From an optimization exercise on the open Yosys and OpenROAD flow, aimed at a short achievable clock period and few clock cycles per item; shortcuts taken in it are not production practice. Where RTL was checked, it was by simulation tests only, not by an equivalence proof against the original. No activity file was given, so power comes from the tool's default toggle rates.

==> flow/design.v <==
package pfs_pkg;
    localparam int CFG_W = 13;
endpackage
module pixel_frame_statistics_unit (
    input  logic                      i_clk,
    input  logic                      i_rst_n,
    input  logic                      i_cfg_we,
    input  logic [pfs_pkg::CFG_W-1:0] i_cfg_wdata,
    input  logic                      i_pix_valid,
    output logic                      o_pix_ready,
    input  logic [24:0]               i_pix,
    output logic                      o_rpt_valid,
    input  logic                      i_rpt_ready,
    output logic [50:0]               o_rpt
);
    localparam int QD = 4;                    
    localparam int QA = $clog2(QD);
    localparam int OW = $clog2(QD + 1) + 1;   
    logic        r_ready;
    logic        a_v;
    logic [24:0] a_pix;
    logic        a_we;
    logic [12:0] a_wd;
    assign o_pix_ready = r_ready;
    always_ff @(posedge i_clk) begin
        a_v   <= i_rst_n & i_pix_valid & r_ready;
        a_pix <= i_pix;
        a_we  <= i_rst_n & i_cfg_we;
        a_wd  <= i_cfg_wdata;
    end
    logic [11:0] r_wm1;
    logic [11:0] r_col, r_row;
    logic        wrap;
    logic        b_v, b_eof;
    logic [9:0]  b_sum;
    logic [47:0] b_rec;               
    assign wrap = (r_col >= r_wm1);
    always_ff @(posedge i_clk) begin
        if (!i_rst_n) begin
            r_wm1 <= 12'd639;
            r_col <= '0;
            r_row <= '0;
        end else begin
            if (a_we) begin
                if (a_wd == 13'd0)
                    r_wm1 <= 12'd0;
                else if (a_wd > 13'd4096)
                    r_wm1 <= 12'd4095;
                else
                    r_wm1 <= 12'(a_wd - 13'd1);
            end
            if (a_v) begin
                if (a_pix[0]) begin
                    r_col <= '0;
                    r_row <= '0;
                end else if (wrap) begin
                    r_col <= '0;
                    if (r_row != 12'hfff) r_row <= r_row + 12'd1;
                end else begin
                    r_col <= r_col + 12'd1;
                end
            end
        end
    end
    always_ff @(posedge i_clk) begin
        b_v   <= i_rst_n & a_v;
        b_eof <= a_pix[0];
        b_sum <= 10'(a_pix[24:17]) + 10'(a_pix[16:9]) + 10'(a_pix[8:1]);
        b_rec <= {r_col, r_row, a_pix[24:1]};
    end
    logic        r_first;
    logic [9:0]  r_bsum, r_dsum;
    logic [2:0][7:0] r_max, r_min, b_px;
    logic        take_b, take_d;
    logic        c_v, c_tb, c_td;
    logic [47:0] c_rec;
    logic [47:0] r_brec, r_drec;
    logic [47:0] fin_b, fin_d;
    logic        r_wr;
    assign b_px   = b_rec[23:0];
    assign take_b = r_first || (b_sum > r_bsum);
    assign take_d = r_first || (b_sum < r_dsum);
    always_ff @(posedge i_clk) begin
        if (!i_rst_n) begin
            r_first <= 1'b1;
            r_wr    <= 1'b0;
            c_v     <= 1'b0;
        end else begin
            if (b_v) r_first <= b_eof;
            r_wr <= b_v & b_eof;
            c_v  <= b_v;
        end
    end
    always_ff @(posedge i_clk) begin
        if (b_v) begin
            if (take_b) r_bsum <= b_sum;
            if (take_d) r_dsum <= b_sum;
            for (int i = 0; i < 3; i++) begin
                if (r_first || b_px[i] > r_max[i]) r_max[i] <= b_px[i];
                if (r_first || b_px[i] < r_min[i]) r_min[i] <= b_px[i];
            end
        end
    end
    always_ff @(posedge i_clk) begin
        c_tb  <= take_b;
        c_td  <= take_d;
        c_rec <= b_rec;
    end
    assign fin_b = c_tb ? c_rec : r_brec;
    assign fin_d = c_td ? c_rec : r_drec;
    always_ff @(posedge i_clk) begin
        if (c_v) begin
            r_brec <= fin_b;
            r_drec <= fin_d;
        end
    end
    logic [143:0]  wdata;
    logic [143:0]  q_mem [0:QD-1];
    logic [QA-1:0] q_wp, q_rp;
    logic [OW-1:0] q_cnt;
    logic          q_empty;
    logic [143:0]  head;
    assign wdata   = {fin_b, fin_d, r_max, r_min};
    assign q_empty = (q_cnt == '0);
    assign head    = q_mem[q_rp];
    always_ff @(posedge i_clk) begin
        if (r_wr) q_mem[q_wp] <= wdata;
    end
    logic [1:0]  r_kind;
    logic        r_ov;
    logic [50:0] r_out;
    logic        out_load;
    logic        pop;
    logic        bypass;
    logic [50:0] nxt;
    assign out_load    = !r_ov || i_rpt_ready;
    assign bypass      = q_empty && r_wr;
    assign pop         = out_load && !q_empty && (r_kind == 2'd3);
    assign o_rpt_valid = r_ov;
    assign o_rpt       = r_out;
    always_comb begin
        if (q_empty) begin
            nxt = {2'd0, fin_b, 1'b0};
        end else begin
            unique case (r_kind)
                2'd0:    nxt = {2'd0, head[143:96], 1'b0};
                2'd1:    nxt = {2'd1, head[95:48], 1'b0};
                2'd2:    nxt = {2'd2, 24'd0, head[47:24], 1'b0};
                default: nxt = {2'd3, 24'd0, head[23:0], 1'b1};
            endcase
        end
    end
    always_ff @(posedge i_clk) begin
        if (!i_rst_n) r_out <= '0;
        else if (out_load) r_out <= nxt;
    end
    always_ff @(posedge i_clk) begin
        if (!i_rst_n) begin
            q_wp   <= '0;
            q_rp   <= '0;
            q_cnt  <= '0;
            r_kind <= 2'd0;
            r_ov   <= 1'b0;
        end else begin
            if (r_wr) q_wp <= (q_wp == QA'(QD - 1)) ? '0 : q_wp + QA'(1);
            if (pop)  q_rp <= (q_rp == QA'(QD - 1)) ? '0 : q_rp + QA'(1);
            q_cnt <= q_cnt + OW'(r_wr) - OW'(pop);
            if (out_load) begin
                r_ov <= !q_empty || r_wr;
                if (!q_empty || r_wr) r_kind <= r_kind + 2'd1;
            end
        end
    end
    logic [OW-1:0] r_owed;
    logic          eof_in;
    logic          rdy_00, rdy_10, rdy_01, rdy_11;
    assign eof_in = i_pix_valid & r_ready & i_pix[0];
    assign rdy_00 = (r_owed + OW'(1)) <= OW'(QD);
    assign rdy_10 = (r_owed + OW'(2)) <= OW'(QD);
    assign rdy_01 = r_owed <= OW'(QD);
    assign rdy_11 = (r_owed + OW'(1)) <= OW'(QD);
    always_ff @(posedge i_clk) begin
        if (!i_rst_n) begin
            r_owed  <= '0;
            r_ready <= 1'b1;
        end else begin
            r_owed  <= r_owed + OW'(eof_in) - OW'(pop);
            unique case ({eof_in, pop})
                2'b00: r_ready <= rdy_00;
                2'b10: r_ready <= rdy_10;
                2'b01: r_ready <= rdy_01;
                default: r_ready <= rdy_11;
            endcase
        end
    end
endmodule
clock: 4.5 ns
lec_check: 0
abc_clock_period_in_ps: 1500
cap_margin: 20
core_margin: 2
core_utilization: 40
place_density: 0.6
setup_slack_margin: 3.0
slew_margin: 20
run.sh (not shown) runs the stock make flow with config.mk's settings and CLKGATE_MAP_FILE= SYNTH_SCRIPT=/design/flow/synth_recipe.tcl, a recipe that flattens the netlist after the stock synthesis.
==> next run, changes <==
--- a/flow/design.v
+++ b/flow/design.v
@@ -69,60 +69,48 @@
         b_rec <= {r_col, r_row, a_pix[24:1]};
     end
     logic        r_first;
     logic [9:0]  r_bsum, r_dsum;
     logic [2:0][7:0] r_max, r_min, b_px;
+    logic [47:0] r_brec, r_drec;
     logic        take_b, take_d;
-    logic        c_v, c_tb, c_td;
-    logic [47:0] c_rec;
-    logic [47:0] r_brec, r_drec;
-    logic [47:0] fin_b, fin_d;
     logic        r_wr;
     assign b_px   = b_rec[23:0];
     assign take_b = r_first || (b_sum > r_bsum);
     assign take_d = r_first || (b_sum < r_dsum);
     always_ff @(posedge i_clk) begin
         if (!i_rst_n) begin
             r_first <= 1'b1;
             r_wr    <= 1'b0;
-            c_v     <= 1'b0;
         end else begin
             if (b_v) r_first <= b_eof;
             r_wr <= b_v & b_eof;
-            c_v  <= b_v;
         end
     end
     always_ff @(posedge i_clk) begin
         if (b_v) begin
-            if (take_b) r_bsum <= b_sum;
-            if (take_d) r_dsum <= b_sum;
+            if (take_b) begin
+                r_bsum <= b_sum;
+                r_brec <= b_rec;
+            end
+            if (take_d) begin
+                r_dsum <= b_sum;
+                r_drec <= b_rec;
+            end
             for (int i = 0; i < 3; i++) begin
                 if (r_first || b_px[i] > r_max[i]) r_max[i] <= b_px[i];
                 if (r_first || b_px[i] < r_min[i]) r_min[i] <= b_px[i];
             end
-        end
-    end
-    always_ff @(posedge i_clk) begin
-        c_tb  <= take_b;
-        c_td  <= take_d;
-        c_rec <= b_rec;
-    end
-    assign fin_b = c_tb ? c_rec : r_brec;
-    assign fin_d = c_td ? c_rec : r_drec;
-    always_ff @(posedge i_clk) begin
-        if (c_v) begin
-            r_brec <= fin_b;
-            r_drec <= fin_d;
         end
     end
     logic [143:0]  wdata;
     logic [143:0]  q_mem [0:QD-1];
     logic [QA-1:0] q_wp, q_rp;
     logic [OW-1:0] q_cnt;
     logic          q_empty;
     logic [143:0]  head;
-    assign wdata   = {fin_b, fin_d, r_max, r_min};
+    assign wdata   = {r_brec, r_drec, r_max, r_min};
     assign q_empty = (q_cnt == '0);
     assign head    = q_mem[q_rp];
     always_ff @(posedge i_clk) begin
         if (r_wr) q_mem[q_wp] <= wdata;
     end
@@ -138,23 +126,22 @@
     assign pop         = out_load && !q_empty && (r_kind == 2'd3);
     assign o_rpt_valid = r_ov;
     assign o_rpt       = r_out;
     always_comb begin
         if (q_empty) begin
-            nxt = {2'd0, fin_b, 1'b0};
+            nxt = {2'd0, r_brec, 1'b0};
         end else begin
             unique case (r_kind)
                 2'd0:    nxt = {2'd0, head[143:96], 1'b0};
                 2'd1:    nxt = {2'd1, head[95:48], 1'b0};
                 2'd2:    nxt = {2'd2, 24'd0, head[47:24], 1'b0};
                 default: nxt = {2'd3, 24'd0, head[23:0], 1'b1};
             endcase
         end
     end
     always_ff @(posedge i_clk) begin
-        if (!i_rst_n) r_out <= '0;
-        else if (out_load) r_out <= nxt;
+        if (out_load) r_out <= nxt;
     end
     always_ff @(posedge i_clk) begin
         if (!i_rst_n) begin
             q_wp   <= '0;
             q_rp   <= '0;
Core utilization rises by 1.3 points; area after synthesis drops by about 5.5%; combinational power hardly moves; register-to-register slack degrades by 0.04 ns; global-route usage fell by 0.25 points; design area shrinks by 3.9%; clock power stays flat; sequential share of layout area went up by 0.95 points; routed wire length came out lower by about 4.3%; synthesized cell count goes down by 8.9%.
No run of this note included a check of the RTL's function; only the layout flow was run.

* * *

pixel_frame_statistics_unit, a different RTL version from the one above (not shown whole).
Size in the first run: ~1100 flip-flops, about 96 I/O pins, roughly 0.041 mm^2 of cells after synthesis.
clock: 4.5 ns
lec_check: 0
abc_clock_period_in_ps: 1500
cap_margin: 20
core_margin: 2
core_utilization: 40
place_density: 0.6
setup_slack_margin: 2.8
slew_margin: 20
Testbench counts at the start, summed over its fixed seeds: cycles 11,236, pixels 11,032.
==> next run, changes <==
--- a/flow/design.v
+++ b/flow/design.v
@@ -186,13 +186,14 @@
             if (q_wen[i]) q_mem[i] <= stat;
         end
     end
     logic [3:0]  r_kind;              
     logic        r_ov;                
     logic        r_idle;              
-    logic [50:0] r_out;
+    logic [50:0] r_out;               
+    logic [50:0] r_hold;              
     logic        out_load;
     logic        have;
     logic        pk;                  
     logic        s_fold;              
     logic [3:0]  s_stat;              
     logic [QD-1:0][3:0] s_q;          
@@ -266,22 +267,27 @@
                 s_fold <= sfold_go;
                 s_stat <= sstat_go;
                 s_q    <= sq_go;
                 r_ov   <= have;
                 r_idle <= !have;
             end else begin
+                r_ov   <= !r_idle;
                 q_occ  <= occ_st;
                 s_fold <= sfold_st;
                 s_stat <= sstat_st;
                 s_q    <= sq_st;
             end
         end
     end
     always_ff @(posedge i_clk) begin
+        if (rst_q) r_hold <= '0;
+        else if (out_load) r_hold <= nxt;
+    end
+    always_ff @(posedge i_clk) begin
         if (rst_q) r_out <= '0;
-        else if (out_load) r_out <= nxt;
+        else       r_out <= ({51{out_load}} & nxt) | ({51{!out_load}} & r_hold);
     end
     logic [QD-1:0] r_ow;
     logic          eof_in;
     assign eof_in = i_pix_valid & !r_busy & i_pix[0];
     always_ff @(posedge i_clk) begin
         if (!i_rst_n) begin
Effect: The new run produced a clean layout; sequential power rose by about 4%; cell count is higher by 2.0%; setup slack is better by 0.011 ns; critical path depth is unchanged; routed wire length rises by 1.4%; non-clock buffer count stays the same; clock-buffer cell count climbs by 4; die area goes up by about 2.4%.
Testbench counts after the change, summed over its fixed seeds: cycles 11,236, pixels 11,032.

## what the ideal ports hide
The flow's constraints put no driver on any port. The routed layouts listed below were extracted and timed again, unchanged, in two steps.
Step 1 sets driving cells, clkbuf_16 on the clock port and buf_2 on the other inputs (assumed; they add their load-dependent delay and slew).
Step 2 also shifts input and output timing later by t, the mid clock arrival at the registers, as if the neighbouring blocks saw the same clock.
a / b / c = ideal / step 1 / step 2; a / b = the first two.
run	t, ns	slack for setup (ns)	worst setup path at the end	latest minus earliest clock arrival (ns)
the first run of note 1	0.729	2.274 / 2.274 / 1.852	input to register	0.034 / 0.034
the second run of note 1	0.715	2.230 / 2.193 / 1.945	input to register	0.028 / 0.028
the first run of note 2	0.743	2.389 / 2.324 / 2.159	input to register	0.028 / 0.028
the second run of note 2	0.748	2.400 / 2.335 / 2.050	input to register	0.027 / 0.027
After both steps setup and hold are still met in every run listed. The setup slack of the first run of note 1, which loses most, moves by 0.000 ns with the drivers and by -0.422 ns with both steps.
